Context: an optimization exercise on an open-source flow, tuned for small area. The choices shown serve that exercise and are no tape-out recipe. Only simulation tests tie the RTL to the original design; equivalence was not proved. Power figures rest on the tool's default switching activity, not on a simulated workload.

`standard.sh`:
```
#!/bin/bash
# synth_recipe.tcl (not shown) runs the flow's synth.tcl, then flattens the netlist and writes it again
# the make line also repeats each setting of config.mk as NAME=value (left out here)
make -C /OpenROAD-flow-scripts/flow DESIGN_CONFIG=/design/flow/config.mk WORK_HOME=/design/flow/orfs CLKGATE_MAP_FILE= SYNTH_SCRIPT=/design/flow/synth_recipe.tcl "${@:-finish}"
```
`flow/run.sh`:
```
#!/bin/bash
set -euo pipefail
cd "$(dirname "$0")/.."
export CTS_ARGS="-sink_clustering_enable -repair_clock_nets -dont_use_dummy_load -buf_list sky130_fd_sc_hd__clkbuf_16 -sink_clustering_size 28 -sink_clustering_max_diameter 80"
bash standard.sh > standard_flow.log 2>&1
```
`constraint.sdc`:
```
create_clock -name core_clock -period 10.0 [get_ports {clk}]
set_input_delay 2.0000 -clock core_clock [delete_from_list [all_inputs] [get_ports {clk}]]
set_output_delay 2.0000 -clock core_clock [all_outputs]
set_load 0.01 [all_outputs]
```
`config.mk`:
```
export PLATFORM = sky130hd
export DESIGN_NAME = upcoin_top
export DESIGN_NICKNAME = upcoin_top
export VERILOG_FILES = /design/flow/design.v
export SDC_FILE = /design/flow/constraint.sdc
export NUM_CORES = 4
export LEC_CHECK = 0
export CAP_MARGIN = 20
export CORE_MARGIN = 2
export CORE_UTILIZATION = 70
export CTS_BUF_LIST = sky130_fd_sc_hd__clkbuf_16
export CTS_CLUSTER_DIAMETER = 80
export CTS_CLUSTER_SIZE = 28
export SLEW_MARGIN = 20
export SYNTH_HIERARCHICAL = 1
export SYNTH_MINIMUM_KEEP_SIZE = 0
```
`design.v`:
```
`default_nettype none
package sha256_pkg;
  localparam int word_w = 32;
  localparam int block_w = 512;
  localparam int digest_w = 256;
  localparam int digest_words = digest_w / word_w;
  localparam int num_rounds = 64;
  localparam int sched_depth = 16;
  typedef logic [word_w-1:0] word_t;
  typedef logic [block_w-1:0] block_t;
  typedef union packed {
    logic [digest_w-1:0] flat;
    word_t [0:digest_words-1] words;
  } digest_u;
  localparam logic [digest_w-1:0] hash_init =
    256'h6a09e667bb67ae853c6ef372a54ff53a510e527f9b05688c1f83d9ab5be0cd19;
  localparam logic [num_rounds*word_w-1:0] round_k = {
    32'h428a2f98, 32'h71374491, 32'hb5c0fbcf, 32'he9b5dba5, 32'h3956c25b, 32'h59f111f1,
    32'h923f82a4, 32'hab1c5ed5, 32'hd807aa98, 32'h12835b01, 32'h243185be, 32'h550c7dc3,
    32'h72be5d74, 32'h80deb1fe, 32'h9bdc06a7, 32'hc19bf174, 32'he49b69c1, 32'hefbe4786,
    32'h0fc19dc6, 32'h240ca1cc, 32'h2de92c6f, 32'h4a7484aa, 32'h5cb0a9dc, 32'h76f988da,
    32'h983e5152, 32'ha831c66d, 32'hb00327c8, 32'hbf597fc7, 32'hc6e00bf3, 32'hd5a79147,
    32'h06ca6351, 32'h14292967, 32'h27b70a85, 32'h2e1b2138, 32'h4d2c6dfc, 32'h53380d13,
    32'h650a7354, 32'h766a0abb, 32'h81c2c92e, 32'h92722c85, 32'ha2bfe8a1, 32'ha81a664b,
    32'hc24b8b70, 32'hc76c51a3, 32'hd192e819, 32'hd6990624, 32'hf40e3585, 32'h106aa070,
    32'h19a4c116, 32'h1e376c08, 32'h2748774c, 32'h34b0bcb5, 32'h391c0cb3, 32'h4ed8aa4a,
    32'h5b9cca4f, 32'h682e6ff3, 32'h748f82ee, 32'h78a5636f, 32'h84c87814, 32'h8cc70208,
    32'h90befffa, 32'ha4506ceb, 32'hbef9a3f7, 32'hc67178f2
  };
  function automatic logic [word_w-1:0] rotr(input logic [word_w-1:0] x, input integer n);
    rotr = (x >> n) | (x << (word_w - n));
  endfunction
  function automatic logic [word_w-1:0] ch(input logic [word_w-1:0] x, input logic [word_w-1:0] y, input logic [word_w-1:0] z);
    ch = (x & y) ^ (~x & z);
  endfunction
  function automatic logic [word_w-1:0] maj(input logic [word_w-1:0] x, input logic [word_w-1:0] y, input logic [word_w-1:0] z);
    maj = (x & y) ^ (x & z) ^ (y & z);
  endfunction
  function automatic logic [word_w-1:0] big_sigma0(input logic [word_w-1:0] x);
    big_sigma0 = rotr(x, 2) ^ rotr(x, 13) ^ rotr(x, 22);
  endfunction
  function automatic logic [word_w-1:0] big_sigma1(input logic [word_w-1:0] x);
    big_sigma1 = rotr(x, 6) ^ rotr(x, 11) ^ rotr(x, 25);
  endfunction
  function automatic logic [word_w-1:0] small_sigma0(input logic [word_w-1:0] x);
    small_sigma0 = rotr(x, 7) ^ rotr(x, 18) ^ (x >> 3);
  endfunction
  function automatic logic [word_w-1:0] small_sigma1(input logic [word_w-1:0] x);
    small_sigma1 = rotr(x, 17) ^ rotr(x, 19) ^ (x >> 10);
  endfunction
  function automatic logic [2*word_w-1:0] csa(input logic [word_w-1:0] x, input logic [word_w-1:0] y, input logic [word_w-1:0] z);
    csa = {x ^ y ^ z, ((x & y) | (x & z) | (y & z)) << 1};
  endfunction
  function automatic logic [word_w-1:0] add(input logic [word_w-1:0] x, input logic [word_w-1:0] y);
    logic [word_w-1:0] gg, pp;
    gg = x & y;
    pp = x ^ y;
    for (int l = 1; l < word_w; l = l * 2) begin
      for (int i = 2 * l - 1; i < word_w; i = i + 2 * l) begin
        gg[i] = gg[i] | (pp[i] & gg[i-l]);
        pp[i] = pp[i] & pp[i-l];
      end
    end
    for (int l = word_w / 4; l >= 1; l = l / 2) begin
      for (int i = 3 * l - 1; i < word_w; i = i + 2 * l) begin
        gg[i] = gg[i] | (pp[i] & gg[i-l]);
        pp[i] = pp[i] & pp[i-l];
      end
    end
    add = x ^ y ^ {gg[word_w-2:0], 1'b0};
  endfunction
  function automatic logic [word_w-1:0] add_ci(input logic [word_w-1:0] x, input logic [word_w-1:0] y, input integer bs);
    logic [word_w-1:0] s0;
    logic c, cin, t;
    cin = 1'b0;
    for (int j = 0; j < word_w; j = j + bs) begin
      c = 1'b0;
      for (int i = j; i < j + bs && i < word_w; i++) begin
        s0[i] = x[i] ^ y[i] ^ c;
        c = (x[i] & y[i]) | (c & (x[i] ^ y[i]));
      end
      t = 1'b1;
      for (int i = j; i < j + bs && i < word_w; i++) begin
        add_ci[i] = s0[i] ^ (cin & t);
        t = t & s0[i];
      end
      cin = c | (cin & t);
    end
  endfunction
endpackage
`default_nettype wire
`default_nettype none
module sha256_csa (
  input  sha256_pkg::word_t x,
  input  sha256_pkg::word_t y,
  input  sha256_pkg::word_t z,
  output sha256_pkg::word_t s,
  output sha256_pkg::word_t c
);
  assign s = x ^ y ^ z;
  assign c = (x & y) | (x & z) | (y & z);
endmodule
`default_nettype wire
`default_nettype none
module upcoin_top (
  input  logic clk,
  input  logic block_load,
  input  logic sck,
  input  logic sdi,
  output logic sdo,
  output logic done
);
  logic        sck_s1, sck_s2;
  logic        sdi_s1;
  logic        sck_rise, sck_fall;
  logic [3:0]  p;          
  logic        run;        
  logic [2:0]  rev;        
  logic [8:0]  cnt;        
  logic [1:0]  pc;         
  logic [2:0]  pb;         
  logic        nb;         
  logic        nb_d;
  sha256_pkg::word_t win [0:15];
  sha256_pkg::word_t a, b, c, d, e, f, g, h;
  assign sck_rise = sck_s1 & ~sck_s2;
  assign sck_fall = ~sck_s1 & sck_s2;
  always_ff @(posedge clk or negedge block_load) begin
    if (!block_load) begin
      sck_s1 <= 1'b0;
      sck_s2 <= 1'b0;
    end else begin
      sck_s1 <= sck;
      sck_s2 <= sck_s1;
    end
  end
  logic round, sched, fin, init;
  logic ins, ins_last, accept;
  logic [1:0] pc_left;
  logic [9:0] cnt_next;
  logic       finish, pre_finish;
  assign init  = ~run & ~done;
  assign round = run & ~rev[2];
  assign sched = round & (rev[1:0] != 2'd3);
  assign fin   = run & rev[2] & ~p[3];
  assign accept   = sck_rise & ~((cnt[8:5] == 4'd15) & ({1'b0, cnt[4:0]} + {4'd0, pc} >= 6'd32));
  assign ins      = init & (p == cnt[8:5]) & pc[1];
  assign finish     = run & rev[2] & (p == 4'd8);
  assign pre_finish = run & rev[2] & (p == 4'd7);
  assign cnt_next   = {1'b0, cnt} + {8'd0, ins, (done & sck_fall) | pre_finish};
  assign ins_last = ins & cnt_next[9];
  assign pc_left  = ins ? {1'b0, pc[0]} : pc;
  always_ff @(posedge clk or negedge block_load) begin
    if (!block_load) begin
      p    <= '0;
      run  <= 1'b0;
      rev  <= '0;
      cnt  <= '0;
      pc   <= '0;
      done <= 1'b0;
      sdo  <= 1'b0;
    end else begin
      p   <= p + 4'd1;
      cnt <= cnt_next[8:0];
      pc  <= pc_left + {1'b0, accept};
      if (ins_last) run <= 1'b1;
      if (run) begin
        if (p == 4'd15) rev <= rev + 3'd1;
        if (finish) begin
          run  <= 1'b0;
          done <= 1'b1;
          sdo  <= a[31];
        end
      end
      if (done && sck_fall) sdo <= nb_d;
    end
  end
  always_ff @(posedge clk) begin
    sdi_s1 <= sdi;
    nb     <= nb_d;
    if (ins) pb[0] <= pb[2];
    if (accept) pb[pc_left] <= sdi_s1;
  end
  assign nb_d = (p[2:0] + cnt[7:5] == 3'd0) ? a[~cnt[4:0]] : nb;
  sha256_pkg::word_t next_word, ins_word, win_in;
  sha256_pkg::word_t n2_w, n4_w, v1_w, m2_w, q2_w, e2_w, a2_w, a4_w;
  sha256_pkg::word_t n1, n2, n3, n4;
  sha256_csa csa_n1_i (.x(sha256_pkg::small_sigma1(win[14])), .y(win[9]), .z(sha256_pkg::small_sigma0(win[1])), .s(n1), .c(n2_w));
  assign n2 = {n2_w[30:0], 1'b0};
  sha256_csa csa_n3_i (.x(n1), .y(n2), .z(win[0]), .s(n3), .c(n4_w));
  assign n4 = {n4_w[30:0], 1'b0};
  assign next_word = sha256_pkg::add_ci(n3, n4, 16);
  assign ins_word  = {win[0][29:0], pb[0], pb[1]};
  assign win_in    = sched ? next_word : (ins ? ins_word : win[0]);
  always_ff @(posedge clk) begin
    for (int i = 0; i < 15; i++) win[i] <= win[i+1];
    win[15] <= win_in;
  end
  sha256_pkg::word_t kc, dg, u1, v1, m1, m2, q1, q2, e1, e2, a1, a2, a3, a4;
  sha256_pkg::word_t a_rnd, a_in, e_in;
  sha256_pkg::word_t kt;
  logic [2:0] hi;
  wire [5:0] t = {rev[1:0], p};
  wire t0=t[0], t1=t[1], t2=t[2], t3=t[3], t4=t[4], t5=t[5];
  wire new_n39, new_n40, new_n41, new_n42, new_n43, new_n44, new_n45,
    new_n46, new_n47, new_n48, new_n49, new_n50, new_n51, new_n52, new_n53,
    new_n54, new_n55, new_n56, new_n57, new_n58, new_n59, new_n60, new_n61,
    new_n62, new_n63, new_n64, new_n65, new_n66, new_n67, new_n68, new_n69,
    new_n70, new_n71, new_n72, new_n73, new_n74, new_n75, new_n76, new_n77,
    new_n78, new_n79, new_n80, new_n81, new_n82, new_n84, new_n85, new_n86,
    new_n87, new_n88, new_n89, new_n90, new_n91, new_n92, new_n93, new_n94,
    new_n95, new_n96, new_n97, new_n98, new_n99, new_n100, new_n101,
    new_n102, new_n103, new_n104, new_n105, new_n106, new_n107, new_n108,
    new_n109, new_n110, new_n111, new_n112, new_n113, new_n114, new_n116,
    new_n117, new_n118, new_n119, new_n120, new_n121, new_n122, new_n123,
    new_n124, new_n125, new_n126, new_n127, new_n128, new_n129, new_n130,
    new_n131, new_n132, new_n133, new_n134, new_n135, new_n136, new_n137,
    new_n138, new_n139, new_n140, new_n141, new_n142, new_n143, new_n145,
    new_n146, new_n147, new_n148, new_n149, new_n150, new_n151, new_n152,
    new_n153, new_n154, new_n155, new_n156, new_n157, new_n158, new_n159,
    new_n160, new_n161, new_n162, new_n163, new_n164, new_n165, new_n167,
    new_n168, new_n169, new_n170, new_n171, new_n172, new_n173, new_n174,
    new_n175, new_n176, new_n177, new_n178, new_n179, new_n180, new_n181,
    new_n182, new_n183, new_n184, new_n185, new_n186, new_n187, new_n189,
    new_n190, new_n191, new_n192, new_n193, new_n194, new_n195, new_n196,
    new_n197, new_n198, new_n199, new_n200, new_n201, new_n202, new_n203,
    new_n204, new_n206, new_n207, new_n208, new_n209, new_n210, new_n211,
    new_n212, new_n213, new_n214, new_n215, new_n216, new_n217, new_n218,
    new_n219, new_n220, new_n221, new_n222, new_n223, new_n224, new_n226,
    new_n227, new_n228, new_n229, new_n230, new_n231, new_n232, new_n233,
    new_n234, new_n235, new_n236, new_n237, new_n238, new_n239, new_n240,
    new_n241, new_n242, new_n243, new_n245, new_n246, new_n247, new_n248,
    new_n249, new_n250, new_n251, new_n252, new_n253, new_n254, new_n255,
    new_n256, new_n257, new_n258, new_n259, new_n260, new_n261, new_n262,
    new_n263, new_n264, new_n265, new_n267, new_n268, new_n269, new_n270,
    new_n271, new_n272, new_n273, new_n274, new_n275, new_n276, new_n277,
    new_n278, new_n279, new_n280, new_n281, new_n283, new_n284, new_n285,
    new_n286, new_n287, new_n288, new_n289, new_n290, new_n291, new_n292,
    new_n293, new_n294, new_n295, new_n296, new_n297, new_n298, new_n300,
    new_n301, new_n302, new_n303, new_n304, new_n305, new_n306, new_n307,
    new_n308, new_n309, new_n310, new_n311, new_n312, new_n313, new_n314,
    new_n316, new_n317, new_n318, new_n319, new_n320, new_n321, new_n322,
    new_n323, new_n324, new_n325, new_n326, new_n327, new_n328, new_n329,
    new_n330, new_n331, new_n333, new_n334, new_n335, new_n336, new_n337,
    new_n338, new_n339, new_n340, new_n341, new_n342, new_n343, new_n344,
    new_n345, new_n346, new_n347, new_n348, new_n349, new_n351, new_n352,
    new_n353, new_n354, new_n355, new_n356, new_n357, new_n358, new_n359,
    new_n360, new_n361, new_n362, new_n363, new_n364, new_n366, new_n367,
    new_n368, new_n369, new_n370, new_n371, new_n372, new_n373, new_n374,
    new_n375, new_n376, new_n377, new_n378, new_n379, new_n381, new_n382,
    new_n383, new_n384, new_n385, new_n386, new_n387, new_n388, new_n389,
    new_n390, new_n391, new_n392, new_n393, new_n394, new_n395, new_n396,
    new_n398, new_n399, new_n400, new_n401, new_n402, new_n403, new_n404,
    new_n405, new_n406, new_n407, new_n408, new_n409, new_n410, new_n411,
    new_n413, new_n414, new_n415, new_n416, new_n417, new_n418, new_n419,
    new_n420, new_n421, new_n422, new_n423, new_n424, new_n425, new_n426,
    new_n428, new_n429, new_n430, new_n431, new_n432, new_n433, new_n434,
    new_n435, new_n436, new_n437, new_n438, new_n439, new_n440, new_n441,
    new_n442, new_n443, new_n444, new_n446, new_n447, new_n448, new_n449,
    new_n450, new_n451, new_n452, new_n453, new_n454, new_n455, new_n456,
    new_n458, new_n459, new_n460, new_n461, new_n462, new_n463, new_n464,
    new_n465, new_n466, new_n467, new_n468, new_n469, new_n470, new_n471,
    new_n473, new_n474, new_n475, new_n476, new_n477, new_n478, new_n479,
    new_n480, new_n481, new_n482, new_n483, new_n484, new_n485, new_n486,
    new_n487, new_n489, new_n490, new_n491, new_n492, new_n493, new_n494,
    new_n495, new_n496, new_n497, new_n498, new_n499, new_n500, new_n502,
    new_n503, new_n504, new_n505, new_n506, new_n507, new_n508, new_n509,
    new_n510, new_n511, new_n513, new_n514, new_n515, new_n516, new_n517,
    new_n518, new_n519, new_n521, new_n522, new_n523, new_n524, new_n525,
    new_n526, new_n527, new_n528, new_n529, new_n530, new_n531, new_n533,
    new_n534, new_n535, new_n536, new_n537, new_n538, new_n539, new_n540,
    new_n541, new_n542, new_n543, new_n544, new_n546, new_n547, new_n548,
    new_n549, new_n550, new_n551, new_n552, new_n553, new_n555, new_n556,
    new_n557, new_n558, new_n559, new_n560, new_n561, new_n562, new_n563,
    new_n564, new_n565, new_n567, new_n568, new_n569, new_n570, new_n571,
    new_n572, new_n573, new_n574, new_n575, new_n576, new_n577, new_n578,
    new_n580, new_n581, new_n582, new_n583, new_n584, new_n585, new_n586,
    new_n587, new_n588, new_n589;
  assign new_n39 = t1  & t2 ;
  assign new_n40 = ~t1  & ~t2 ;
  assign new_n41 = ~new_n39 & ~new_n40;
  assign new_n42 = ~t0  & ~new_n41;
  assign new_n43 = ~t3  & ~new_n42;
  assign new_n44 = t0  & ~t2 ;
  assign new_n45 = t3  & new_n44;
  assign new_n46 = t0  & t2 ;
  assign new_n47 = t3  & ~new_n46;
  assign new_n48 = ~t0  & ~t2 ;
  assign new_n49 = t1  & ~new_n48;
  assign new_n50 = new_n47 & new_n49;
  assign new_n51 = ~new_n45 & ~new_n50;
  assign new_n52 = ~t4  & new_n51;
  assign new_n53 = ~new_n43 & new_n52;
  assign new_n54 = t2  & t3 ;
  assign new_n55 = t4  & ~new_n54;
  assign new_n56 = ~t1  & ~t3 ;
  assign new_n57 = ~t0  & new_n56;
  assign new_n58 = t0  & t3 ;
  assign new_n59 = ~new_n57 & ~new_n58;
  assign new_n60 = new_n55 & new_n59;
  assign new_n61 = ~t5  & ~new_n60;
  assign new_n62 = ~new_n53 & new_n61;
  assign new_n63 = t0  & ~t1 ;
  assign new_n64 = ~t0  & t1 ;
  assign new_n65 = ~new_n63 & ~new_n64;
  assign new_n66 = ~t2  & ~new_n65;
  assign new_n67 = ~t0  & t2 ;
  assign new_n68 = ~t3  & ~new_n67;
  assign new_n69 = ~new_n66 & new_n68;
  assign new_n70 = t1  & new_n48;
  assign new_n71 = new_n47 & ~new_n70;
  assign new_n72 = ~t4  & ~new_n71;
  assign new_n73 = ~new_n69 & new_n72;
  assign new_n74 = ~t3  & ~new_n63;
  assign new_n75 = ~new_n48 & new_n74;
  assign new_n76 = t1  & ~t2 ;
  assign new_n77 = t3  & ~new_n76;
  assign new_n78 = ~new_n65 & new_n77;
  assign new_n79 = t4  & ~new_n78;
  assign new_n80 = ~new_n75 & new_n79;
  assign new_n81 = t5  & ~new_n80;
  assign new_n82 = ~new_n73 & new_n81;
  assign kt[0]  = new_n62 | new_n82;
  assign new_n84 = ~t2  & new_n65;
  assign new_n85 = new_n68 & ~new_n84;
  assign new_n86 = ~t5  & ~new_n85;
  assign new_n87 = ~t1  & t2 ;
  assign new_n88 = t3  & ~new_n67;
  assign new_n89 = new_n65 & new_n88;
  assign new_n90 = ~new_n87 & ~new_n89;
  assign new_n91 = new_n86 & new_n90;
  assign new_n92 = t5  & ~new_n77;
  assign new_n93 = ~new_n44 & ~new_n76;
  assign new_n94 = new_n92 & ~new_n93;
  assign new_n95 = ~new_n91 & ~new_n94;
  assign new_n96 = t4  & ~new_n95;
  assign new_n97 = ~t4  & ~t5 ;
  assign new_n98 = t2  & ~t3 ;
  assign new_n99 = ~t1  & ~new_n46;
  assign new_n100 = ~new_n98 & new_n99;
  assign new_n101 = ~t0  & t3 ;
  assign new_n102 = new_n39 & ~new_n101;
  assign new_n103 = t0  & ~t3 ;
  assign new_n104 = ~new_n102 & ~new_n103;
  assign new_n105 = ~new_n100 & new_n104;
  assign new_n106 = new_n97 & ~new_n105;
  assign new_n107 = t2  & ~new_n65;
  assign new_n108 = ~new_n44 & ~new_n107;
  assign new_n109 = ~t3  & ~new_n108;
  assign new_n110 = ~new_n66 & new_n109;
  assign new_n111 = ~t4  & t5 ;
  assign new_n112 = ~new_n45 & new_n111;
  assign new_n113 = ~new_n110 & new_n112;
  assign new_n114 = ~new_n106 & ~new_n113;
  assign kt[1]  = ~new_n96 & new_n114;
  assign new_n116 = t1  & t3 ;
  assign new_n117 = ~new_n54 & ~new_n116;
  assign new_n118 = new_n65 & ~new_n117;
  assign new_n119 = t4  & ~new_n118;
  assign new_n120 = t0  & t4 ;
  assign new_n121 = new_n56 & new_n120;
  assign new_n122 = t2  & ~new_n64;
  assign new_n123 = ~new_n121 & ~new_n122;
  assign new_n124 = new_n119 & new_n123;
  assign new_n125 = ~new_n39 & new_n103;
  assign new_n126 = ~t3  & ~new_n125;
  assign new_n127 = new_n54 & ~new_n65;
  assign new_n128 = ~new_n126 & ~new_n127;
  assign new_n129 = ~t4  & ~new_n128;
  assign new_n130 = t5  & ~new_n129;
  assign new_n131 = ~new_n124 & new_n130;
  assign new_n132 = ~t1  & new_n48;
  assign new_n133 = ~t3  & ~new_n132;
  assign new_n134 = ~new_n46 & new_n133;
  assign new_n135 = t4  & ~t5 ;
  assign new_n136 = ~new_n58 & new_n135;
  assign new_n137 = ~new_n134 & new_n136;
  assign new_n138 = ~new_n44 & ~new_n117;
  assign new_n139 = t1  & ~t3 ;
  assign new_n140 = ~t5  & ~new_n139;
  assign new_n141 = ~t4  & new_n140;
  assign new_n142 = ~new_n138 & new_n141;
  assign new_n143 = ~new_n137 & ~new_n142;
  assign kt[2]  = ~new_n131 & new_n143;
  assign new_n145 = t3  & ~new_n39;
  assign new_n146 = t4  & ~new_n70;
  assign new_n147 = new_n145 & new_n146;
  assign new_n148 = ~t3  & ~new_n65;
  assign new_n149 = t5  & ~new_n148;
  assign new_n150 = ~new_n44 & ~new_n67;
  assign new_n151 = ~t1  & t3 ;
  assign new_n152 = ~new_n150 & new_n151;
  assign new_n153 = new_n149 & ~new_n152;
  assign new_n154 = ~new_n147 & new_n153;
  assign new_n155 = t3  & new_n66;
  assign new_n156 = ~t3  & ~new_n48;
  assign new_n157 = ~new_n40 & new_n156;
  assign new_n158 = new_n135 & ~new_n157;
  assign new_n159 = ~new_n155 & new_n158;
  assign new_n160 = new_n145 & new_n150;
  assign new_n161 = ~t0  & ~t3 ;
  assign new_n162 = ~new_n39 & new_n161;
  assign new_n163 = new_n97 & ~new_n162;
  assign new_n164 = ~new_n160 & new_n163;
  assign new_n165 = ~new_n159 & ~new_n164;
  assign kt[3]  = ~new_n154 & new_n165;
  assign new_n167 = ~t2  & t3 ;
  assign new_n168 = ~new_n64 & new_n167;
  assign new_n169 = t4  & ~new_n168;
  assign new_n170 = t3  & new_n63;
  assign new_n171 = ~new_n148 & ~new_n170;
  assign new_n172 = new_n169 & new_n171;
  assign new_n173 = ~new_n39 & new_n58;
  assign new_n174 = t2  & new_n139;
  assign new_n175 = ~t4  & ~new_n174;
  assign new_n176 = ~new_n173 & new_n175;
  assign new_n177 = ~new_n42 & new_n176;
  assign new_n178 = t5  & ~new_n177;
  assign new_n179 = ~new_n172 & new_n178;
  assign new_n180 = ~new_n46 & new_n139;
  assign new_n181 = new_n52 & ~new_n180;
  assign new_n182 = t4  & ~new_n76;
  assign new_n183 = ~t3  & ~new_n39;
  assign new_n184 = ~new_n58 & ~new_n183;
  assign new_n185 = new_n182 & new_n184;
  assign new_n186 = ~t5  & ~new_n185;
  assign new_n187 = ~new_n181 & new_n186;
  assign kt[4]  = ~new_n179 & ~new_n187;
  assign new_n189 = ~t5  & ~new_n138;
  assign new_n190 = ~new_n110 & new_n189;
  assign new_n191 = ~t2  & new_n63;
  assign new_n192 = new_n88 & ~new_n191;
  assign new_n193 = new_n149 & ~new_n192;
  assign new_n194 = ~t4  & ~new_n193;
  assign new_n195 = ~new_n190 & new_n194;
  assign new_n196 = ~new_n48 & new_n77;
  assign new_n197 = ~new_n107 & new_n196;
  assign new_n198 = t2  & new_n56;
  assign new_n199 = ~t5  & ~new_n198;
  assign new_n200 = ~new_n197 & new_n199;
  assign new_n201 = new_n65 & new_n156;
  assign new_n202 = new_n92 & ~new_n201;
  assign new_n203 = t4  & ~new_n202;
  assign new_n204 = ~new_n200 & new_n203;
  assign kt[5]  = new_n195 | new_n204;
  assign new_n206 = ~new_n70 & ~new_n87;
  assign new_n207 = ~new_n46 & new_n206;
  assign new_n208 = ~t3  & ~new_n207;
  assign new_n209 = ~new_n64 & ~new_n117;
  assign new_n210 = ~t4  & ~new_n209;
  assign new_n211 = ~new_n208 & new_n210;
  assign new_n212 = ~new_n121 & ~new_n211;
  assign new_n213 = ~t5  & ~new_n212;
  assign new_n214 = t4  & t5 ;
  assign new_n215 = ~t3  & ~new_n99;
  assign new_n216 = ~new_n44 & new_n215;
  assign new_n217 = new_n214 & ~new_n216;
  assign new_n218 = ~new_n77 & new_n217;
  assign new_n219 = ~new_n39 & ~new_n66;
  assign new_n220 = new_n88 & ~new_n219;
  assign new_n221 = ~new_n40 & new_n162;
  assign new_n222 = new_n111 & ~new_n221;
  assign new_n223 = ~new_n220 & new_n222;
  assign new_n224 = ~new_n218 & ~new_n223;
  assign kt[6]  = ~new_n213 & new_n224;
  assign new_n226 = t2  & ~new_n59;
  assign new_n227 = new_n87 & new_n161;
  assign new_n228 = ~t4  & ~new_n227;
  assign new_n229 = new_n77 & ~new_n122;
  assign new_n230 = ~new_n228 & ~new_n229;
  assign new_n231 = ~new_n226 & new_n230;
  assign new_n232 = ~new_n197 & new_n228;
  assign new_n233 = ~t5  & ~new_n232;
  assign new_n234 = ~new_n231 & new_n233;
  assign new_n235 = ~new_n84 & ~new_n107;
  assign new_n236 = new_n47 & ~new_n235;
  assign new_n237 = t5  & ~new_n236;
  assign new_n238 = ~new_n44 & new_n68;
  assign new_n239 = ~t4  & ~new_n238;
  assign new_n240 = new_n237 & new_n239;
  assign new_n241 = ~new_n45 & ~new_n202;
  assign new_n242 = new_n214 & ~new_n241;
  assign new_n243 = ~new_n240 & ~new_n242;
  assign kt[7]  = ~new_n234 & new_n243;
  assign new_n245 = ~t3  & new_n48;
  assign new_n246 = ~new_n76 & ~new_n245;
  assign new_n247 = ~t1  & new_n54;
  assign new_n248 = ~new_n58 & ~new_n247;
  assign new_n249 = t0  & new_n87;
  assign new_n250 = new_n248 & ~new_n249;
  assign new_n251 = new_n246 & new_n250;
  assign new_n252 = ~new_n55 & ~new_n251;
  assign new_n253 = t4  & ~new_n170;
  assign new_n254 = ~new_n122 & new_n253;
  assign new_n255 = ~t5  & ~new_n254;
  assign new_n256 = ~new_n252 & new_n255;
  assign new_n257 = t1  & new_n47;
  assign new_n258 = ~new_n134 & ~new_n257;
  assign new_n259 = ~t4  & ~new_n258;
  assign new_n260 = t4  & ~new_n192;
  assign new_n261 = t1  & new_n46;
  assign new_n262 = new_n156 & ~new_n261;
  assign new_n263 = new_n260 & ~new_n262;
  assign new_n264 = t5  & ~new_n263;
  assign new_n265 = ~new_n259 & new_n264;
  assign kt[8]  = ~new_n256 & ~new_n265;
  assign new_n267 = ~t4  & ~new_n229;
  assign new_n268 = ~new_n74 & new_n267;
  assign new_n269 = ~new_n40 & new_n47;
  assign new_n270 = t4  & ~new_n191;
  assign new_n271 = ~new_n269 & new_n270;
  assign new_n272 = ~new_n268 & ~new_n271;
  assign new_n273 = ~t5  & ~new_n272;
  assign new_n274 = ~new_n71 & new_n217;
  assign new_n275 = ~new_n41 & new_n103;
  assign new_n276 = ~t1  & ~new_n101;
  assign new_n277 = ~new_n275 & new_n276;
  assign new_n278 = new_n64 & new_n167;
  assign new_n279 = new_n111 & ~new_n278;
  assign new_n280 = ~new_n277 & new_n279;
  assign new_n281 = ~new_n274 & ~new_n280;
  assign kt[9]  = ~new_n273 & new_n281;
  assign new_n283 = t1  & new_n68;
  assign new_n284 = ~t4  & ~new_n283;
  assign new_n285 = ~new_n78 & new_n284;
  assign new_n286 = new_n43 & ~new_n249;
  assign new_n287 = t4  & ~new_n247;
  assign new_n288 = ~new_n286 & new_n287;
  assign new_n289 = ~new_n285 & ~new_n288;
  assign new_n290 = t5  & ~new_n289;
  assign new_n291 = t3  & ~new_n93;
  assign new_n292 = new_n135 & ~new_n291;
  assign new_n293 = ~new_n84 & new_n183;
  assign new_n294 = new_n292 & ~new_n293;
  assign new_n295 = ~new_n41 & new_n68;
  assign new_n296 = new_n97 & ~new_n269;
  assign new_n297 = ~new_n295 & new_n296;
  assign new_n298 = ~new_n294 & ~new_n297;
  assign kt[10]  = ~new_n290 & new_n298;
  assign new_n300 = new_n71 & ~new_n87;
  assign new_n301 = ~new_n245 & ~new_n300;
  assign new_n302 = t4  & ~new_n301;
  assign new_n303 = ~new_n48 & new_n116;
  assign new_n304 = ~new_n191 & ~new_n303;
  assign new_n305 = ~new_n226 & new_n304;
  assign new_n306 = ~t4  & ~new_n305;
  assign new_n307 = t5  & ~new_n306;
  assign new_n308 = ~new_n302 & new_n307;
  assign new_n309 = new_n119 & ~new_n126;
  assign new_n310 = new_n47 & ~new_n64;
  assign new_n311 = ~new_n245 & ~new_n310;
  assign new_n312 = new_n284 & new_n311;
  assign new_n313 = ~t5  & ~new_n312;
  assign new_n314 = ~new_n309 & new_n313;
  assign kt[11]  = new_n308 | new_n314;
  assign new_n316 = ~t2  & new_n139;
  assign new_n317 = t4  & ~new_n316;
  assign new_n318 = t3  & new_n108;
  assign new_n319 = ~new_n40 & new_n318;
  assign new_n320 = new_n317 & ~new_n319;
  assign new_n321 = ~new_n50 & new_n228;
  assign new_n322 = t5  & ~new_n321;
  assign new_n323 = ~new_n320 & new_n322;
  assign new_n324 = new_n88 & new_n219;
  assign new_n325 = ~new_n120 & ~new_n317;
  assign new_n326 = ~new_n324 & ~new_n325;
  assign new_n327 = ~new_n40 & new_n125;
  assign new_n328 = new_n284 & ~new_n327;
  assign new_n329 = new_n248 & new_n328;
  assign new_n330 = ~t5  & ~new_n329;
  assign new_n331 = ~new_n326 & new_n330;
  assign kt[12]  = new_n323 | new_n331;
  assign new_n333 = ~t3  & ~new_n235;
  assign new_n334 = new_n41 & new_n88;
  assign new_n335 = ~new_n333 & ~new_n334;
  assign new_n336 = ~t4  & ~new_n335;
  assign new_n337 = ~t2  & ~new_n139;
  assign new_n338 = ~new_n161 & ~new_n337;
  assign new_n339 = ~new_n63 & new_n146;
  assign new_n340 = ~new_n338 & new_n339;
  assign new_n341 = ~new_n336 & ~new_n340;
  assign new_n342 = t5  & ~new_n341;
  assign new_n343 = t4  & ~new_n151;
  assign new_n344 = ~new_n85 & new_n343;
  assign new_n345 = new_n47 & ~new_n84;
  assign new_n346 = ~t4  & ~new_n156;
  assign new_n347 = ~new_n345 & new_n346;
  assign new_n348 = ~t5  & ~new_n347;
  assign new_n349 = ~new_n344 & new_n348;
  assign kt[13]  = ~new_n342 & ~new_n349;
  assign new_n351 = new_n41 & new_n156;
  assign new_n352 = new_n237 & ~new_n351;
  assign new_n353 = new_n140 & new_n207;
  assign new_n354 = t4  & ~new_n353;
  assign new_n355 = ~new_n352 & new_n354;
  assign new_n356 = ~new_n40 & new_n161;
  assign new_n357 = ~t4  & ~new_n356;
  assign new_n358 = t5  & ~new_n310;
  assign new_n359 = new_n357 & new_n358;
  assign new_n360 = ~new_n47 & ~new_n49;
  assign new_n361 = ~new_n248 & ~new_n360;
  assign new_n362 = new_n97 & ~new_n361;
  assign new_n363 = ~new_n286 & new_n362;
  assign new_n364 = ~new_n359 & ~new_n363;
  assign kt[14]  = ~new_n355 & new_n364;
  assign new_n366 = ~t0  & new_n174;
  assign new_n367 = ~t4  & ~new_n366;
  assign new_n368 = ~new_n318 & new_n367;
  assign new_n369 = ~t0  & new_n77;
  assign new_n370 = t4  & ~new_n369;
  assign new_n371 = ~new_n333 & new_n370;
  assign new_n372 = ~new_n368 & ~new_n371;
  assign new_n373 = t5  & ~new_n372;
  assign new_n374 = ~new_n215 & new_n253;
  assign new_n375 = t3  & new_n150;
  assign new_n376 = ~new_n180 & new_n357;
  assign new_n377 = ~new_n375 & new_n376;
  assign new_n378 = ~new_n374 & ~new_n377;
  assign new_n379 = ~t5  & ~new_n378;
  assign kt[15]  = ~new_n373 & ~new_n379;
  assign new_n381 = t3  & new_n39;
  assign new_n382 = ~new_n183 & ~new_n381;
  assign new_n383 = ~new_n40 & new_n382;
  assign new_n384 = t0  & ~new_n383;
  assign new_n385 = new_n184 & ~new_n338;
  assign new_n386 = ~new_n384 & ~new_n385;
  assign new_n387 = ~t4  & ~new_n386;
  assign new_n388 = ~new_n109 & new_n370;
  assign new_n389 = ~t5  & ~new_n388;
  assign new_n390 = ~new_n387 & new_n389;
  assign new_n391 = ~t2  & new_n56;
  assign new_n392 = new_n111 & ~new_n391;
  assign new_n393 = ~new_n160 & new_n392;
  assign new_n394 = t5  & new_n169;
  assign new_n395 = new_n304 & new_n394;
  assign new_n396 = ~new_n393 & ~new_n395;
  assign kt[16]  = ~new_n390 & new_n396;
  assign new_n398 = ~new_n257 & new_n328;
  assign new_n399 = ~new_n98 & new_n317;
  assign new_n400 = ~new_n361 & new_n399;
  assign new_n401 = ~new_n398 & ~new_n400;
  assign new_n402 = ~t5  & ~new_n401;
  assign new_n403 = ~t4  & ~new_n101;
  assign new_n404 = new_n150 & new_n151;
  assign new_n405 = ~new_n76 & ~new_n404;
  assign new_n406 = new_n403 & ~new_n405;
  assign new_n407 = new_n47 & new_n65;
  assign new_n408 = t4  & ~new_n275;
  assign new_n409 = ~new_n407 & new_n408;
  assign new_n410 = t5  & ~new_n409;
  assign new_n411 = ~new_n406 & new_n410;
  assign kt[17]  = new_n402 | new_n411;
  assign new_n413 = ~t4  & ~new_n245;
  assign new_n414 = new_n237 & new_n413;
  assign new_n415 = new_n68 & ~new_n275;
  assign new_n416 = ~new_n44 & new_n415;
  assign new_n417 = ~new_n220 & ~new_n416;
  assign new_n418 = new_n97 & ~new_n417;
  assign new_n419 = ~new_n125 & new_n135;
  assign new_n420 = ~new_n404 & new_n419;
  assign new_n421 = ~t3  & ~new_n76;
  assign new_n422 = ~new_n63 & new_n421;
  assign new_n423 = new_n270 & ~new_n422;
  assign new_n424 = new_n358 & new_n423;
  assign new_n425 = ~new_n420 & ~new_n424;
  assign new_n426 = ~new_n418 & new_n425;
  assign kt[18]  = ~new_n414 & new_n426;
  assign new_n428 = new_n90 & new_n93;
  assign new_n429 = ~new_n152 & ~new_n428;
  assign new_n430 = new_n267 & ~new_n429;
  assign new_n431 = t4  & ~new_n184;
  assign new_n432 = ~t3  & ~new_n206;
  assign new_n433 = new_n431 & ~new_n432;
  assign new_n434 = ~new_n430 & ~new_n433;
  assign new_n435 = t5  & ~new_n434;
  assign new_n436 = ~new_n201 & ~new_n391;
  assign new_n437 = new_n135 & ~new_n303;
  assign new_n438 = ~new_n89 & new_n437;
  assign new_n439 = new_n436 & new_n438;
  assign new_n440 = ~new_n133 & ~new_n167;
  assign new_n441 = ~new_n39 & new_n97;
  assign new_n442 = ~new_n303 & new_n441;
  assign new_n443 = ~new_n440 & new_n442;
  assign new_n444 = ~new_n439 & ~new_n443;
  assign kt[19]  = ~new_n435 & new_n444;
  assign new_n446 = ~new_n138 & new_n346;
  assign new_n447 = ~new_n227 & new_n421;
  assign new_n448 = new_n169 & ~new_n447;
  assign new_n449 = ~t5  & ~new_n448;
  assign new_n450 = ~new_n446 & new_n449;
  assign new_n451 = new_n68 & new_n206;
  assign new_n452 = ~t4  & ~new_n151;
  assign new_n453 = ~new_n451 & new_n452;
  assign new_n454 = new_n55 & ~new_n262;
  assign new_n455 = t5  & ~new_n454;
  assign new_n456 = ~new_n453 & new_n455;
  assign kt[20]  = new_n450 | new_n456;
  assign new_n458 = ~t4  & ~new_n41;
  assign new_n459 = ~new_n403 & ~new_n458;
  assign new_n460 = ~new_n109 & ~new_n459;
  assign new_n461 = ~new_n71 & new_n246;
  assign new_n462 = new_n343 & ~new_n461;
  assign new_n463 = ~new_n460 & ~new_n462;
  assign new_n464 = ~t5  & ~new_n463;
  assign new_n465 = ~new_n89 & ~new_n316;
  assign new_n466 = new_n239 & new_n465;
  assign new_n467 = ~new_n152 & ~new_n381;
  assign new_n468 = t4  & ~new_n451;
  assign new_n469 = new_n467 & new_n468;
  assign new_n470 = ~new_n466 & ~new_n469;
  assign new_n471 = t5  & ~new_n470;
  assign kt[21]  = ~new_n464 & ~new_n471;
  assign new_n473 = ~new_n117 & ~new_n150;
  assign new_n474 = t4  & ~new_n473;
  assign new_n475 = ~new_n208 & new_n474;
  assign new_n476 = ~t4  & ~new_n127;
  assign new_n477 = ~new_n432 & new_n476;
  assign new_n478 = ~t5  & ~new_n477;
  assign new_n479 = ~new_n475 & new_n478;
  assign new_n480 = ~new_n99 & ~new_n139;
  assign new_n481 = new_n146 & ~new_n480;
  assign new_n482 = new_n98 & ~new_n99;
  assign new_n483 = ~new_n67 & new_n116;
  assign new_n484 = ~t4  & ~new_n483;
  assign new_n485 = ~new_n482 & new_n484;
  assign new_n486 = t5  & ~new_n485;
  assign new_n487 = ~new_n481 & new_n486;
  assign kt[22]  = new_n479 | new_n487;
  assign new_n489 = t4  & ~new_n47;
  assign new_n490 = ~new_n333 & new_n489;
  assign new_n491 = ~new_n132 & ~new_n247;
  assign new_n492 = new_n367 & new_n491;
  assign new_n493 = t5  & ~new_n492;
  assign new_n494 = ~new_n490 & new_n493;
  assign new_n495 = ~t4  & ~new_n196;
  assign new_n496 = ~new_n415 & new_n495;
  assign new_n497 = ~new_n88 & ~new_n327;
  assign new_n498 = new_n287 & ~new_n497;
  assign new_n499 = ~t5  & ~new_n498;
  assign new_n500 = ~new_n496 & new_n499;
  assign kt[23]  = new_n494 | new_n500;
  assign new_n502 = ~new_n43 & ~new_n303;
  assign new_n503 = new_n97 & ~new_n502;
  assign new_n504 = ~new_n69 & new_n431;
  assign new_n505 = new_n467 & new_n504;
  assign new_n506 = ~t5  & ~new_n505;
  assign new_n507 = ~t4  & new_n41;
  assign new_n508 = ~new_n150 & new_n507;
  assign new_n509 = t5  & ~new_n161;
  assign new_n510 = ~new_n508 & new_n509;
  assign new_n511 = ~new_n506 & ~new_n510;
  assign kt[24]  = new_n503 | new_n511;
  assign new_n513 = new_n357 & new_n467;
  assign new_n514 = new_n149 & ~new_n381;
  assign new_n515 = ~new_n111 & ~new_n514;
  assign new_n516 = ~new_n513 & ~new_n515;
  assign new_n517 = new_n97 & new_n429;
  assign new_n518 = new_n86 & new_n474;
  assign new_n519 = ~new_n517 & ~new_n518;
  assign kt[25]  = ~new_n516 & new_n519;
  assign new_n521 = new_n76 & new_n346;
  assign new_n522 = ~new_n139 & ~new_n209;
  assign new_n523 = ~new_n497 & new_n522;
  assign new_n524 = t4  & ~new_n523;
  assign new_n525 = ~new_n521 & ~new_n524;
  assign new_n526 = ~t5  & ~new_n525;
  assign new_n527 = ~new_n50 & ~new_n360;
  assign new_n528 = new_n111 & ~new_n527;
  assign new_n529 = ~new_n152 & new_n214;
  assign new_n530 = ~new_n422 & new_n529;
  assign new_n531 = ~new_n528 & ~new_n530;
  assign kt[26]  = new_n526 | ~new_n531;
  assign new_n533 = new_n51 & ~new_n421;
  assign new_n534 = t4  & ~new_n533;
  assign new_n535 = new_n66 & new_n403;
  assign new_n536 = ~new_n534 & ~new_n535;
  assign new_n537 = t5  & ~new_n536;
  assign new_n538 = ~new_n403 & ~new_n507;
  assign new_n539 = ~new_n198 & ~new_n201;
  assign new_n540 = ~new_n538 & new_n539;
  assign new_n541 = ~new_n148 & ~new_n198;
  assign new_n542 = new_n169 & new_n541;
  assign new_n543 = ~t5  & ~new_n542;
  assign new_n544 = ~new_n540 & new_n543;
  assign kt[27]  = new_n537 | new_n544;
  assign new_n546 = ~new_n174 & new_n260;
  assign new_n547 = new_n72 & new_n541;
  assign new_n548 = ~new_n546 & ~new_n547;
  assign new_n549 = ~t5  & ~new_n548;
  assign new_n550 = ~new_n182 & ~new_n338;
  assign new_n551 = t2  & new_n120;
  assign new_n552 = ~new_n550 & ~new_n551;
  assign new_n553 = t5  & ~new_n552;
  assign kt[28]  = ~new_n549 & ~new_n553;
  assign new_n555 = ~new_n286 & ~new_n459;
  assign new_n556 = new_n292 & new_n436;
  assign new_n557 = ~new_n555 & ~new_n556;
  assign new_n558 = ~t5  & ~new_n557;
  assign new_n559 = new_n67 & ~new_n116;
  assign new_n560 = ~new_n267 & ~new_n559;
  assign new_n561 = ~new_n56 & ~new_n560;
  assign new_n562 = ~new_n67 & ~new_n139;
  assign new_n563 = new_n343 & new_n562;
  assign new_n564 = ~new_n561 & ~new_n563;
  assign new_n565 = t5  & ~new_n564;
  assign kt[29]  = ~new_n558 & ~new_n565;
  assign new_n567 = ~new_n257 & new_n458;
  assign new_n568 = ~new_n41 & new_n88;
  assign new_n569 = t4  & ~new_n482;
  assign new_n570 = ~new_n568 & new_n569;
  assign new_n571 = ~new_n567 & ~new_n570;
  assign new_n572 = t5  & ~new_n571;
  assign new_n573 = new_n287 & ~new_n447;
  assign new_n574 = new_n65 & ~new_n156;
  assign new_n575 = ~t4  & ~new_n125;
  assign new_n576 = ~new_n574 & new_n575;
  assign new_n577 = ~new_n573 & ~new_n576;
  assign new_n578 = ~t5  & ~new_n577;
  assign kt[30]  = ~new_n572 & ~new_n578;
  assign new_n580 = ~new_n382 & new_n403;
  assign new_n581 = t4  & new_n117;
  assign new_n582 = t5  & ~new_n581;
  assign new_n583 = ~new_n580 & new_n582;
  assign new_n584 = ~t1  & ~new_n88;
  assign new_n585 = ~new_n291 & ~new_n584;
  assign new_n586 = ~t4  & ~new_n585;
  assign new_n587 = ~new_n337 & new_n343;
  assign new_n588 = ~t5  & ~new_n587;
  assign new_n589 = ~new_n586 & new_n588;
  assign kt[31]  = new_n583 | new_n589;
  assign hi = 3'd3 - p[2:0];
  always_comb begin
    if (round)            kc = kt;
    else if (init || fin) kc = sha256_pkg::hash_init[32*(3'd7 - hi) +: 32];
    else                  kc = '0;
  end
  assign dg = init ? '0 : d;
  sha256_csa csa_u1_i (.x(sha256_pkg::big_sigma1(e)), .y(sha256_pkg::ch(e, f, g)), .z(win[0]), .s(u1), .c(v1_w));
  assign v1 = {v1_w[30:0], 1'b0};
  sha256_csa csa_m1_i (.x(h), .y(u1), .z(v1), .s(m1), .c(m2_w));
  assign m2 = {m2_w[30:0], 1'b0};
  sha256_csa csa_q1_i (.x(m1 & {32{round}}), .y(m2 & {32{round}}), .z(kc), .s(q1), .c(q2_w));
  assign q2 = {q2_w[30:0], 1'b0};
  sha256_csa csa_e1_i (.x(dg), .y(q1), .z(q2), .s(e1), .c(e2_w));
  assign e2 = {e2_w[30:0], 1'b0};
  sha256_csa csa_a1_i (.x(q1), .y(q2), .z(sha256_pkg::big_sigma0(a)), .s(a1), .c(a2_w));
  assign a2 = {a2_w[30:0], 1'b0};
  sha256_csa csa_a3_i (.x(a1), .y(a2), .z(sha256_pkg::maj(a, b, c)), .s(a3), .c(a4_w));
  assign a4 = {a4_w[30:0], 1'b0};
  assign e_in  = sha256_pkg::add_ci(e1, e2, 11);
  assign a_rnd = sha256_pkg::add(a3, a4);
  assign a_in  = round ? a_rnd : h;
  always_ff @(posedge clk) begin
    a <= a_in;
    b <= a;
    c <= b;
    d <= c;
    e <= e_in;
    f <= e;
    g <= f;
    h <= g;
  end
endmodule
`default_nettype wire
```
==> results of run 1 <==
-- layer usage --
metal	up-vias	GRT usage (%)	part of all wire, %
li1	8469	-	-
met4	6	35.7	10
met1	10500	54.0	34
met2	1698	69.8	44
met5	-	0	0.035
met3	670	16.1	12
-- cells by family after synthesis --
logic type / after synthesis / synth area share, %
adders and majority gates: 431 / 23.8
buffers and inverters: 208 / 2.44
muxes: 86 / 3.26
other: 1 / 0.0115
DFF: 796 / 49.2
AOI/OAI and AO/OA: 337 / 6.52
and+or+nand+nor: 437 / 6.63
xor gates and xnor gates: 305 / 8.17
-- synth_stat cells (all sizes together), types with 7 or more instances --
master,instances
xnor2,273
nor2b,52
nor2,60
dfxtp,771
o21a,7
o221ai,9
inv,109
a221oi,8
o22ai,19
o211ai,16
a21o,18
and2,64
o311ai,7
fa,328
dfrtp,23
a21oi,62
buf,15
xor2,32
nor3,19
maj3,32
nand2,164
nand2b,23
ha,71
mux2,36
nand3,19
o21ai,118
a31oi,13
mux2i,40
clkbuf,83
mux4,10
o31ai,7
-- worst max-delay path by stage --
stage / end / slack (ns) / start / cells after the start
6_report: win[15][31]$_DFF_P_ / 0.74 / win[14][18]$_DFF_P_ / 26
5_1_grt: win[15][31]$_DFF_P_ / 0.56 / win[1][19]$_DFF_P_ / 26
4_1_cts: win[15][31]$_DFF_P_ / 0.85 / win[14][18]$_DFF_P_ / 26
3_5_place_dp: e[31]$_DFF_P_ / 1.15 / p[3]$_DFF_PN0_ / 27
3_3_place_gp: e[31]$_DFF_P_ / 1.49 / p[3]$_DFF_PN0_ / 27
2_1_floorplan: e[31]$_DFF_P_ / 1.68 / p[2]$_DFF_PN0_ / 31
-- modules after synthesis (local to each module, per instance) --
| module | flops+latches | area, sq um |
|---|---|---|
| upcoin_top | 796 | 27600 |
| sha256_csa | 0 | 641 |
-- cell type report --
type | count | area (sq um) | share of cell area, %
clock buffer | 38 | 951 | 2.76
sequential | 796 | 16100 | 46.6
antenna | 1 | 2.50 | 0.00726
multi-input combinational | 1602 | 15900 | 46.0
inverter | 110 | 414 | 1.20
timing repair buffer | 56 | 433 | 1.26
tap | 607 | 759 | 2.20
-- state kept, by name (all words and copies together), names as in the netlist, 2 cells and up --
name	count
pc	2
cnt	9
a	32
win	512
rev	3
d	32
pb	3
f	32
p	4
c	32
e	32
h	32
g	32
b	32
-- worst max-delay path, stage by stage, from the launching register on --
cell and delay (ns):
dfxtp_1 0.56, xnor2_1 0.13, xnor2_1 0.36, fa_1 0.52
fa_1 0.49, ha_1 0.22, fa_1 0.41, fa_1 0.44
fa_1 0.39, fa_1 0.42, fa_1 0.43, fa_1 0.43
fa_1 0.42, fa_1 0.40, fa_1 0.40, fa_1 0.45
fa_1 0.42, fa_1 0.39, inv_1 0.08, fa_1 0.21
fa_1 0.28, or4b_1 0.35, nor4_4 0.14, nand3b_1 0.22
nor3_1 0.10, xnor2_1 0.31, mux2i_1 0.15
-- layout by cell type, fill, tap and decap left out, drive strengths merged, types with 8 or more instances in the layout --
| cell type | n |
|---|---|
| nor3 | 19 |
| mux4 | 10 |
| nand3 | 19 |
| dfxtp | 771 |
| o211ai | 16 |
| nor2 | 60 |
| xnor2 | 273 |
| dfrtp | 23 |
| nand2b | 23 |
| mux2 | 36 |
| ha | 71 |
| o22ai | 19 |
| inv | 109 |
| fa | 328 |
| nor2b | 52 |
| buf | 50 |
| a21o | 18 |
| xor2 | 32 |
| o21ai | 118 |
| maj3 | 32 |
| and2 | 64 |
| o221ai | 9 |
| a31oi | 13 |
| a21oi | 62 |
| a221oi | 8 |
| mux2i | 40 |
| nand2 | 164 |
| clkbuf | 39 |
-- power groups by stage --
stage	combinational (mW)	clock [mW]	sequential, mW
global route	0.205	1.75	3.24
CTS	0.183	1.65	3.24
floorplan	0.135	0	3.29
detailed placement	0.176	0	3.31
finish	0.189	1.66	3.24
global placement	0.161	0	3.31
==> summary.txt, run 1 <==
status=complete, no violations; dominant cells by area after synthesis=dfxtp_1, fa_1, xnor2_1; Rows=79; htree depth=2; final cell count without fillers=3210; worst slew pin tran=1.21 ns; area of the die=0.0484 sq mm; total power=5.09 mW; vias=21.3k; Post-synth EDFFs=2; clk_skew=0.107 ns; routability cong.=0.993; Max Fclk=0.108 GHz; Setup Viol. Count Final=0; global route total overflow=0; synthesized instance count=2601; Initial DRC Count=2561; Nets=3007; post-CTS setup buffers=0; Hold Startpoint=win[5][25]$_DFF_P_; sequential cell area fraction in the yosys report=49.2%; setup_tns=0 ns; CP arrival=9.75 ns; final instance area=0.0345 sq mm; Worst slew margin=17.4%; combinational cell fraction of total power=3.7%; Min Clock Period, post-route=9.26 ns; Mean Syn Cell Area=12.6 sq um; VDD IR max=0.232 mV; synthesized area=0.0327 sq mm; clock share of power=32.7%; area share of the largest cell type after synthesis=47.2%; chip height=220 um; Antenna Nets Post-Route=0; Layout area overhead=5.52%; Crit Reg-Reg Startpoint=win[14][18]$_DFF_P_; Max Slew Vio Count=0; Starting Density=70.5%; setup ws final=0.736 ns; Pre-antenna DRT Iters=6; Synth cell types=80; CTS tree=built; # hold bufs at CTS=0; unrepaired setup endpoints after global routing=no; Hold/Removal Path Class=reg -> reg; Worst Hold End=win[4][25]$_DFF_P_; Die W=220 um; # placed instances=3170; Net Sw Power=1.11 mW; first-pass GRT wire length=155 mm; total clock sinks=796; area leader, netlist=dfxtp_1; Hold WS=0.300 ns; Post-synth ARST share=2.89%; DRC Markers=0; Layout Utilization=74.4%; Internal=3.98 mW; sequential power share=63.6%; Max Cap Viol=0; WHS Path Cells=0; routed len/inst=33.4 um; Cell Area, Placed=0.0335 sq mm; Final Hold Vio Count=0; root buf cell=clkbuf_16; PostCTS Resize Cnt=0; clk slew on worst S/H paths=0.10 ns; CP Class=reg -> reg; ys flop type=dfxtp_1; initial antenna violation count=6; Tcrit/Tclk final=92.6%; via/cell ratio=6.64; pre-CTS setup slack=1.15 ns; Longest Clk Path Bufs=3; sw frac=21.9%; register bit count reported by yosys=796; Static Leak=14.1 nW; Req. time, crit path=10.48 ns; Num CTS Buffers=38; crit-path max FO=6; PD cells=148 mW/mm^2; R2R Setup Slk=0.74 ns; core footprint=0.0464 sq mm; share of layout cells above drive strength 1=5.50%; I/O Pins=6; largest net degree at the start of global routing=66; Worst setup EP type=register; worst r2r path cells=26; # fillers=2548; hpwl dp=77.8 mm; total length of routed wires=107 mm; PortBufs=5; Clk Latency, worst-skew pair=0.64 ns; crit path launch type=register; vias in the first global route=22.9k; Synth warnings=9; GRT Util Overall=46.1%; reg-to-reg critical path endpoint=win[15][31]$_DFF_P_
==> inputs of run 2 (changes only) <==
--- a/config.mk
+++ b/config.mk
@@ -8,5 +8,5 @@
 export CAP_MARGIN = 20
 export CORE_MARGIN = 2
-export CORE_UTILIZATION = 70
+export CORE_UTILIZATION = 65
 export CTS_BUF_LIST = sky130_fd_sc_hd__clkbuf_16
 export CTS_CLUSTER_DIAMETER = 80
==> run 2 against run 1 <==
Clock power about the same. Combinational power fell by about 10%. Still clean on timing, DRC and antenna. Setup slack gained 0.19 ns. Largest cell class unchanged. Routed wire length shrank 14%. Cell area about the same. Core utilization shrank 5.3 points. Sequential share of layout area barely moved. Largest power group unchanged.
==> summary.txt, run 2 <==
status=complete, no violations (unchanged); Tcrit/Tclk final=90.8% (was 92.6%); dominant cells by area after synthesis=dfxtp_1, fa_1, xnor2_1 (unchanged); multi-input logic area=0.0159 sq mm (unchanged); PD cells=146 mW/mm^2 (was 148 mW/mm^2); GRT Util Overall=36.4% (was 46.1%); # fillers=3474 (was 2548); clk_skew=0.122 ns (was 0.107 ns); Min Clock Period, post-route=9.08 ns (was 9.26 ns); Final Hold Vio Count=0 (unchanged); final instance area=0.0345 sq mm (about the same); first-pass GRT wire length=138 mm (was 155 mm); Static Leak=14.0 nW (was 14.1 nW); register bit count reported by yosys=796 (unchanged); PortBufs=5 (unchanged); CTS tree=built (unchanged); synthesized area=0.0327 sq mm (unchanged); root buf cell=clkbuf_16 (unchanged); worst slew pin tran=1.11 ns (was 1.21 ns); chip height=228 um (was 220 um); CP arrival=9.52 ns (was 9.75 ns); unrepaired setup endpoints after global routing=no (unchanged); synthesized instance count=2601 (unchanged); Net Sw Power=1.07 mW (was 1.11 mW); sequential cell area fraction in the yosys report=49.2% (unchanged); Max Cap Viol=0 (unchanged); Req. time, crit path=10.45 ns (was 10.48 ns); sequential power share=64.2% (was 63.6%); area share of the largest cell type after synthesis=47.2% (unchanged); Worst slew margin=25.7% (was 17.4%); Setup Viol. Count Final=0 (unchanged); area leader, netlist=dfxtp_1 (unchanged); share of layout cells above drive strength 1=5.02% (was 5.50%); Synth cell types=80 (unchanged); Antenna Nets Post-Route=0 (unchanged); Max Fclk=0.110 GHz (was 0.108 GHz); Rows=82 (was 79); crit path launch type=register (unchanged); Mean Syn Cell Area=12.6 sq um (unchanged); crit-path max FO=16 (was 6); I/O Pins=6 (unchanged); Post-synth EDFFs=2 (unchanged); Worst setup EP type=register (unchanged); setup_tns=0 ns (unchanged); core footprint=0.0499 sq mm (was 0.0464 sq mm); combinational cell fraction of total power=3.4% (was 3.7%); Largest register FFs=512 (unchanged); routability cong.=0.991 (was 0.993); Synth warnings=9 (unchanged); hpwl dp=71.4 mm (was 77.8 mm); Longest Clk Path Bufs=3 (unchanged); clock share of power=32.4% (was 32.7%); Initial DRC Count=2197 (was 2561); PostCTS Resize Cnt=0 (unchanged); top cells by count, synth=dfxtp_1, fa_1, xnor2_1, nand2_1, inv_1 (unchanged); post-CTS setup buffers=0 (unchanged); Internal=3.97 mW (was 3.98 mW); Die W=228 um (was 220 um); Starting Density=65.5% (was 70.5%); area of the die=0.0521 sq mm (was 0.0484 sq mm); vias=19.8k (was 21.3k); count leader, synth=dfxtp_1 (unchanged); commonest non-fill, non-tap cell in the layout=dfxtp_1 (unchanged); Post-synth ARST share=2.89% (unchanged); Max Slew Vio Count=0 (unchanged); most frequent cells in the layout=dfxtp_1, fa_1, xnor2_1, nand2_1, inv_1 (unchanged); antenna diode count=0 (was 1); sequential cell area=0.0161 sq mm (unchanged); DRC Markers=0 (unchanged); sw frac=21.3% (was 21.9%); Pre-antenna DRT Iters=6 (unchanged); via/cell ratio=6.07 (was 6.64); htree depth=2 (unchanged); ys flop type=dfxtp_1 (unchanged); VDD IR max=0.202 mV (was 0.232 mV); Layout area overhead=5.44% (was 5.52%); total clock sinks=796 (unchanged); initial antenna violation count=3 (was 6); Hold/Removal Path Class=reg -> reg (unchanged); CP Class=reg -> reg (unchanged); # hold bufs at CTS=0 (unchanged); Clk Latency, worst-skew pair=0.63 ns (was 0.64 ns); Cell Area, Placed=0.0335 sq mm (about the same); vias in the first global route=21.2k (was 22.9k); register bank with the most flops=win (unchanged); total length of routed wires=92.7 mm (was 107 mm); routed len/inst=28.4 um (was 33.4 um); Nets=2994 (was 3007); Num CTS Buffers=38 (unchanged); global route total overflow=0 (unchanged); largest net degree at the start of global routing=61 (was 66); clk slew on worst S/H paths=0.11 ns (was 0.10 ns)
==> run 2: path summary, 6_finish.rpt <==
check | startpoint | to | slack [ns] | cells after the start
max | p[2]$_DFF_PN0_ | e[31]$_DFF_P_ | 0.92 | 26
min | c[4]$_DFF_P_ | d[4]$_DFF_P_ | 0.31 | 0
max reg2reg | p[2]$_DFF_PN0_ | e[31]$_DFF_P_ | 0.92 | 26
min reg2reg | c[4]$_DFF_P_ | d[4]$_DFF_P_ | 0.31 | 0
max in group asynchronous | block_load | p[3]$_DFF_PN0_ | 8.10 | 1
min in group asynchronous | block_load | pc[1]$_DFF_PN0_ | 1.41 | 1
==> run 2: power groups by stage <==
| stage | clock (mW) | combinational [mW] | sequential [mW] |
|---|---|---|---|
| floorplan | 0 | 0.135 | 3.29 |
| global placement | 0 | 0.158 | 3.31 |
| detailed placement | 0 | 0.168 | 3.31 |
| CTS | 1.64 | 0.170 | 3.24 |
| global route | 1.75 | 0.189 | 3.24 |
| finish | 1.63 | 0.170 | 3.24 |
==> run 2: Yosys stat by module (local to each module, per instance) <==
module      copies in the design  area (sq um)  flip-flops and latches  cells
sha256_csa                     8           641                       0     32
upcoin_top                     1         27600                     796   2345
==> run 2: layout make-up <==
| cell class | instances | share of cell area, % |
|---|---|---|
| well taps | 672 | 2.44 |
| clock buffers | 38 | 2.76 |
| repair buffers | 43 | 0.948 |
| flip-flops and latches | 796 | 46.6 |
| inverters | 110 | 1.20 |
| multi-input cells | 1602 | 46.0 |
==> run 2: cell families (layout without fill, tap and decap cells) <==
family / after synthesis / in the layout / synth area share (%)
AOI/OAI and AO/OA: 337 / 337 / 6.52
xor gates and xnor gates: 305 / 305 / 8.17
adders and majority gates: 431 / 431 / 23.8
buffers and inverters: 208 / 191 / 2.44
DFF: 796 / 796 / 49.2
muxes: 86 / 86 / 3.26
other: 1 / 6 / 0.0115
and+or+nand+nor: 437 / 437 / 6.63
==> run 2: metal layers <==
| metal | share of wire, % | global-route usage, % | vias to the layer above |
|---|---|---|---|
| met2 | 46 | 58.1 | 994 |
| met3 | 8.9 | 7.74 | 244 |
| met5 | 0 | 0 | - |
| met4 | 5.4 | 16.5 | 0 |
| li1 | - | - | 8446 |
| met1 | 40 | 48.3 | 10100 |
==> run 2: through the flow <==
stage / instances / util [%] / hold slack [ns] / setup WS [ns] / total power, mW
after floorplan: 2606 / - / 0.310 / 1.68 / 3.43
after global placement: 3222 / 67.2 / 0.310 / 1.26 / 3.47
after detailed placement: 3223 / 67.2 / 0.312 / 0.971 / 3.48
after CTS: 3261 / 69.1 / 0.299 / 0.986 / 5.05
after global routing: 3261 / 69.1 / 0.295 / 0.559 / 5.18
final: 3261 / 69.1 / 0.306 / 0.925 / 5.04
==> run 2: critical path: stages, from the launching register on <==
cell and delay [ns]:
dfrtp_1 0.71, buf_4 0.29, ha_1 0.45, or2_1 0.52, o221ai_1 0.23, a32o_1 0.33, fa_1 0.47, fa_1 0.53
ha_1 0.16, fa_1 0.17, inv_1 0.05, fa_1 0.37, fa_1 0.39, fa_1 0.39, fa_1 0.40, fa_1 0.39
fa_1 0.41, fa_1 0.40, fa_1 0.37, inv_1 0.07, fa_1 0.19, nor4b_1 0.28, nand3b_1 0.19, a2111oi_2 0.65
and3_1 0.33, nand2b_1 0.09, xnor2_1 0.13
==> inputs of run 3 (changes only) <==
--- a/design.v
+++ b/design.v
@@ -190,5 +190,5 @@
   sha256_csa csa_n3_i (.x(n1), .y(n2), .z(win[0]), .s(n3), .c(n4_w));
   assign n4 = {n4_w[30:0], 1'b0};
-  assign next_word = sha256_pkg::add_ci(n3, n4, 16);
+  assign next_word = sha256_pkg::add_ci(n3, n4, 11);
   assign ins_word  = {win[0][29:0], pb[0], pb[1]};
   assign win_in    = sched ? next_word : (ins ? ins_word : win[0]);
@@ -848,5 +848,5 @@
   sha256_csa csa_a3_i (.x(a1), .y(a2), .z(sha256_pkg::maj(a, b, c)), .s(a3), .c(a4_w));
   assign a4 = {a4_w[30:0], 1'b0};
-  assign e_in  = sha256_pkg::add_ci(e1, e2, 11);
+  assign e_in  = sha256_pkg::add_ci(e1, e2, 8);
   assign a_rnd = sha256_pkg::add(a3, a4);
   assign a_in  = round ? a_rnd : h;
--- a/config.mk
+++ b/config.mk
@@ -8,5 +8,5 @@
 export CAP_MARGIN = 20
 export CORE_MARGIN = 2
-export CORE_UTILIZATION = 65
+export CORE_UTILIZATION = 70
 export CTS_BUF_LIST = sky130_fd_sc_hd__clkbuf_16
 export CTS_CLUSTER_DIAMETER = 80
==> run 3 against run 2 <==
Critical path depth decreased by 3. Setup slack improved by 0.71 ns. Cell count decreased by 1.5%. Largest cell class unchanged. Highest routed layer is now met5.
==> summary.txt, run 3 <==
area share of the largest cell type after synthesis=47.0% (was 47.2%); Clk Latency, worst-skew pair=0.62 ns (was 0.63 ns); critical path's most frequent cell=fa_1 (unchanged); I/O Pins=6 (unchanged); sequential cell area fraction in the yosys report=48.9% (was 49.2%); # hold bufs at CTS=0 (unchanged); PostCTS Resize Cnt=0 (unchanged); CP Class=reg -> reg (unchanged); WHS Path Cells=0 (unchanged); # placed instances=3172 (was 3223); most frequent cells in the layout=dfxtp_1, fa_1, xnor2_1, nand2_1, inv_1 (unchanged); Longest Clk Path Bufs=3 (unchanged); Final Hold Vio Count=0 (unchanged); chip height=221 um (was 228 um); Num CTS Buffers=38 (unchanged); Setup Viol. Count Final=0 (unchanged); final cell count without fillers=3212 (was 3261); synthesized instance count=2627 (was 2601); unrepaired setup endpoints after global routing=no (unchanged); status=complete, no violations (unchanged); clk_skew=0.115 ns (was 0.122 ns); core footprint=0.0465 sq mm (was 0.0499 sq mm); Largest register FFs=512 (unchanged); Worst setup EP type=register (unchanged); CP arrival=8.87 ns (was 9.52 ns); Hold WS=0.313 ns (was 0.306 ns); setup ws final=1.64 ns (was 0.925 ns); routed len/inst=31.3 um (was 28.4 um); Max Fclk=0.120 GHz (was 0.110 GHz); Max Cap Viol=0 (unchanged); PortBufs=5 (unchanged); total power=5.07 mW (was 5.04 mW); commonest non-fill, non-tap cell in the layout=dfxtp_1 (unchanged); Synth warnings=9 (unchanged); CP max stage cell=dfrtp_1 (unchanged); DRC Markers=0 (unchanged); clk slew on worst S/H paths=0.10 ns (was 0.11 ns); Post-synth ARST share=2.89% (unchanged); root buf cell=clkbuf_16 (unchanged); total length of routed wires=101 mm (was 92.7 mm); largest net degree at the start of global routing=69 (was 61); setup_tns=0 ns (unchanged); Tcrit/Tclk final=83.6% (was 90.8%); # fillers=2780 (was 3474); Initial DRC Count=2940 (was 2197); initial antenna violation count=4 (was 3); vias=21.1k (was 19.8k); global route total overflow=0 (unchanged); sequential cell area=0.0161 sq mm (unchanged); Max Slew Vio Count=0 (unchanged); synthesized area=0.0329 sq mm (was 0.0327 sq mm); Antenna Nets Post-Route=0 (unchanged); Nets=3010 (was 2994); vias in the first global route=22.5k (was 21.2k); Synth cell types=83 (was 80); worst r2r path cells=23 (was 26); Starting Density=70.7% (was 65.5%); area leader, netlist=dfxtp_1 (unchanged); area of the die=0.0487 sq mm (was 0.0521 sq mm); crit path launch type=register (unchanged); total clock sinks=796 (unchanged); pre-CTS setup slack=1.98 ns (was 0.971 ns); Static Leak=14.0 nW (about the same); post-CTS setup buffers=0 (unchanged); routability cong.=1.02 (was 0.991); multi-input logic area=0.0160 sq mm (was 0.0159 sq mm); count leader, synth=dfxtp_1 (unchanged); via/cell ratio=6.58 (was 6.07); Die W=221 um (was 228 um); crit-path max cell delay=0.84 ns (was 0.71 ns); dominant cells by area after synthesis=dfxtp_1, fa_1, xnor2_1 (unchanged)
## run 3: per-layer routing
metal | part of all wire (%) | GRT usage, %
met5 | 0.027 | 0
met4 | 7.7 | 27.1
met3 | 12 | 11.5
met2 | 45 | 65.2
met1 | 36 | 54.4
## run 3: path summary, 6_finish.rpt
path / from / slack (ns) / to
max: p[1]$_DFF_PN0_ / 1.64 / e[30]$_DFF_P_
min: b[0]$_DFF_P_ / 0.31 / c[0]$_DFF_P_
max reg2reg: p[1]$_DFF_PN0_ / 1.64 / e[30]$_DFF_P_
min reg2reg: b[0]$_DFF_P_ / 0.31 / c[0]$_DFF_P_
max in group asynchronous: block_load / 8.14 / p[3]$_DFF_PN0_
min in group asynchronous: block_load / 1.38 / pc[0]$_DFF_PN0_
## run 3: final cells by class
class | instances | area share (%)
multi-input combinational | 1617 | 46.4
timing repair buffer | 35 | 0.784
antenna | 2 | 0.0145
clock buffer | 38 | 2.76
sequential | 796 | 46.6
tap | 607 | 2.20
inverter | 117 | 1.27
## run 3: per-module statistics from Yosys, one instance, submodules excluded
| module | flops+latches | times used | cells inside | area (sq um) |
|---|---|---|---|---|
| sha256_csa | 0 | 8 | 32 | 641 |
| upcoin_top | 796 | 1 | 2371 | 27700 |
## run 3: cell families after synthesis
family / count (synthesis) / synth area share [%]
buf+inv: 219 / 2.55
xor+xnor: 307 / 8.18
fa+ha+maj: 433 / 23.7
flops: 796 / 48.9
mux: 73 / 2.77
simple gates: 455 / 7.07
compound gates: 343 / 6.82
other cells: 1 / 0.0114
## run 3: worst max-delay path: cells and delay by family (launching register included)
kind                     cells  cell delay [ns]
buffers and inverters        3             0.68
AND/OR/NAND/NOR              3             0.81
AO/OA/AOI/OAI                6             1.56
adder cells (fa/ha/maj)     11             4.43
flip-flops                   1             0.84
## run 3: report_power, final
part / internal [mW] / switching, mW
Sequential: 3.20 / 0.0405
Combinational: 0.0858 / 0.0911
Clock: 0.683 / 0.967
## run 3: through the flow
stage               cell area [sq um]  utilization, %
finish                          34500            74.2
global route                    34500            74.2
CTS                             34500            74.2
detailed placement              33500            72.2
global placement                33500            72.2
floorplan                       32900               -

Check on run 3: ideal ports give 1.638 ns setup slack; a clkbuf_16 on the clock port and buf_2 on the inputs give 1.638 ns; moving port delays by the midpoint clock arrival (0.629 ns) as well gives 1.638 ns.
